From an optimization exercise on the open Yosys and OpenROAD flow, aimed at small area, a short achievable clock period and few clock cycles; shortcuts taken in it are not production practice. Only simulation tests tie the RTL to the original design; equivalence was not proved. No activity file was given, so power comes from the tool's default toggle rates.

// systolic_mm_engine
module systolic_mm_engine #(
    parameter int ROWS   = 4,
    parameter int COLS   = 4,
    parameter int DATA_W = 16,
    parameter int ACC_W  = 40,
    parameter int KLEN_W = 12
) (
    input  logic                                   clk,
    input  logic                                   rst_n,
    input  logic                                   start,
    input  logic                                   acc_mode,
    input  logic [KLEN_W-1:0]                      k_len,
    input  logic                                   in_valid,
    output logic                                   in_ready,
    input  logic [ROWS*DATA_W-1:0]                 a_vec,
    input  logic [COLS*DATA_W-1:0]                 b_vec,
    output logic                                   out_valid,
    input  logic                                   out_ready,
    output logic [COLS*ACC_W-1:0]                  out_row,
    output logic [(ROWS > 1 ? $clog2(ROWS) : 1)-1:0] out_idx,
    output logic                                   busy,
    output logic                                   done
);
For scale: about 16000 cells after synthesis, about 2100 flip-flops, roughly 310 I/O pins, roughly 0.18 mm^2 of cells after synthesis.
Settings: LEC_CHECK=0, CAP_MARGIN=20, CORE_MARGIN=2, CORE_UTILIZATION=65, SETUP_SLACK_MARGIN=5, SLEW_MARGIN=20, SYNTH_HIERARCHICAL=1, SYNTH_MINIMUM_KEEP_SIZE=0; clock period 11.0 ns.
standard.sh (not shown) runs the stock make flow with config.mk's settings and CLKGATE_MAP_FILE= SYNTH_SCRIPT=/design/flow/synth_recipe.tcl, a recipe that flattens the netlist after the stock synthesis.
==> flow/flow/run.sh <==
#!/bin/bash
set -euo pipefail
bash standard.sh SETUP_SLACK_MARGIN=7.4 "BUFFER_PORTS_ARGS=-buffer_cell sky130_fd_sc_hd__buf_2" finish > standard_flow.log 2>&1
The first run ran to the end with violations: antenna violations.
Testbench counts at the start, summed over its fixed seeds: cycles 6,501.
Edit:
==> flow/flow/run.sh (replaced) <==
#!/bin/bash
set -euo pipefail
bash standard.sh SETUP_SLACK_MARGIN=7.4 "BUFFER_PORTS_ARGS=-buffer_cell sky130_fd_sc_hd__buf_4" finish > standard_flow.log 2>&1
- CAP_MARGIN: 20 -> 35
- SLEW_MARGIN: 20 -> 35
Outcome:
- This time the run finished with timing, DRC and antenna clean
- routed wire length shrinks slightly
- die area stays the same
- total power shrinks slightly
- non-clock buffer count decreases by 52
- clock skew shrinks by 0.025 ns
Edit:
==> flow/flow/run.sh (replaced) <==
#!/bin/bash
set -euo pipefail
bash standard.sh SETUP_SLACK_MARGIN=7.4 "BUFFER_PORTS_ARGS=-buffer_cell sky130_fd_sc_hd__buf_2" finish > standard_flow.log 2>&1
After rerunning: Power is higher by about 0.4%. Wire length is higher by 0.84%. Cell area stays flat. Worst hold slack gets better by 0.0057 ns. Clock power is higher by about 4.5%. Register-to-register slack gets better by 0.28 ns. Setup slack gets better by 0.099 ns. First-iteration DRC count is higher by 1.8%. Sequential power is about the same.


v16:
Another version of the RTL of systolic_mm_engine (not shown whole).
For scale: ~15000 cells after synthesis, ~2100 flip-flops, roughly 310 I/O pins, roughly 180000 um^2 of cells after synthesis.
==> flow/config.mk <==
export PLATFORM = sky130hd
export DESIGN_NAME = systolic_mm_engine
export DESIGN_NICKNAME = systolic_mm_engine
export VERILOG_FILES = /design/flow/design.v
export SDC_FILE = /design/flow/constraint.sdc
export NUM_CORES = 4
export LEC_CHECK = 0
export CAP_MARGIN = 35
export CORE_MARGIN = 2
export CORE_UTILIZATION = 65
export SETUP_SLACK_MARGIN = 5
export SLEW_MARGIN = 35
export SYNTH_HIERARCHICAL = 1
export SYNTH_MINIMUM_KEEP_SIZE = 0
==> flow/constraint.sdc <==
create_clock -name core_clock -period 11.0 [get_ports {clk}]
set_input_delay 2.2000 -clock core_clock [delete_from_list [all_inputs] [get_ports {clk}]]
set_output_delay 2.2000 -clock core_clock [all_outputs]
set_load 0.01 [all_outputs]
==> flow/flow/run.sh <==
#!/bin/bash
set -euo pipefail
bash standard.sh SETUP_SLACK_MARGIN=7.2 "BUFFER_PORTS_ARGS=-buffer_cell sky130_fd_sc_hd__buf_4" finish > standard_flow.log 2>&1
Testbench counts of v16, summed over its fixed seeds: cycles 6,501.
--- input diff v16..v29 ---
==> flow/flow/run.sh <==
#!/bin/bash
set -euo pipefail
bash standard.sh SETUP_SLACK_MARGIN=7.4 "BUFFER_PORTS_ARGS=-buffer_cell sky130_fd_sc_hd__buf_4" finish > standard_flow.log 2>&1
==> comparison <==
~same global-route wire length before repair in v29 and v16
Compared with v16, in v29 mean routed wirelength per cell went down by 0.84%, worst setup slack went down by 0.027 ns, utilization went up by 0.63 points.
v16 reports its capturing element of the worst setup path as out_idx[1] while v29 reports out_idx[0].


systolic_mm_engine, a different RTL version from the one above (not shown whole).
Size in the first run: ~15000 cells after synthesis.
==> flow/config.mk <==
export PLATFORM = sky130hd
export DESIGN_NAME = systolic_mm_engine
export DESIGN_NICKNAME = systolic_mm_engine
export VERILOG_FILES = /design/flow/design.v
export SDC_FILE = /design/flow/constraint.sdc
export NUM_CORES = 4
export LEC_CHECK = 0
export CAP_MARGIN = 35
export CORE_MARGIN = 2
export CORE_UTILIZATION = 65
export CTS_CLUSTER_DIAMETER = 100
export CTS_CLUSTER_SIZE = 22
export SETUP_SLACK_MARGIN = 5
export SLEW_MARGIN = 35
export SYNTH_HIERARCHICAL = 1
export SYNTH_MINIMUM_KEEP_SIZE = 0
==> flow/constraint.sdc <==
create_clock -name core_clock -period 11.0 [get_ports {clk}]
set_input_delay 2.2000 -clock core_clock [delete_from_list [all_inputs] [get_ports {clk}]]
set_output_delay 2.2000 -clock core_clock [all_outputs]
set_load 0.01 [all_outputs]
==> flow/flow/run.sh <==
#!/bin/bash
set -euo pipefail
bash standard.sh SETUP_SLACK_MARGIN=7.4 "BUFFER_PORTS_ARGS=-buffer_cell sky130_fd_sc_hd__buf_4" finish > standard_flow.log 2>&1
Testbench counts at the start, summed over its fixed seeds: cycles 6,501.
Edit:
Settings changed: CTS_CLUSTER_DIAMETER 100 to default, CTS_CLUSTER_SIZE 22 to default.
Effect: Non-clock buffer count goes up by 1. Wire length climbs by 0.71%. Die area stays the same. Critical path depth is unchanged. Fmax drops by 1.1%. Synthesized cell count stays the same. Global-route usage is higher by 0.26 points. Cell count went up by 1.4%. Design area came out higher by 3.0%. First-iteration DRC count grows by 0.54%.

-- separate check: timing with driven ports --
In the flow no input, the clock included, has a driving cell. The finished layouts below were timed again as built, in two steps.
Step 1 assumes that a clkbuf_16 drives the clock port and a buf_2 every other input.
Step 2 also shifts input and output timing later by t, the mid clock arrival at the registers, as if the neighbouring blocks saw the same clock.
Slacks: ideal / step 1 / step 2; pairs: ideal / step 1.
run | t, ns | setup WS [ns] | latest minus earliest clock arrival (ns)
the first run of note 1 | 1.042 | 7.125 / 7.014 / 6.452 | 0.071 / 0.072
the second run of note 1 | 1.035 | 7.016 / 7.016 / 6.736 | 0.057 / 0.057
the third run of note 1 | 1.066 | 7.115 / 7.003 / 6.464 | 0.044 / 0.043
v16 | 1.045 | 7.249 / 7.149 / 6.435 | 0.092 / 0.092
v29 | 1.039 | 7.222 / 7.120 / 6.614 | 0.064 / 0.064
the first run of note 3 | 0.978 | 7.128 / 7.029 / 6.803 | 0.056 / 0.056
the second run of note 3 | 1.030 | 7.084 / 6.984 / 6.766 | 0.062 / 0.063
The setup slack of v16, which loses most, moves by -0.100 ns with the drivers and by -0.814 ns with both steps.
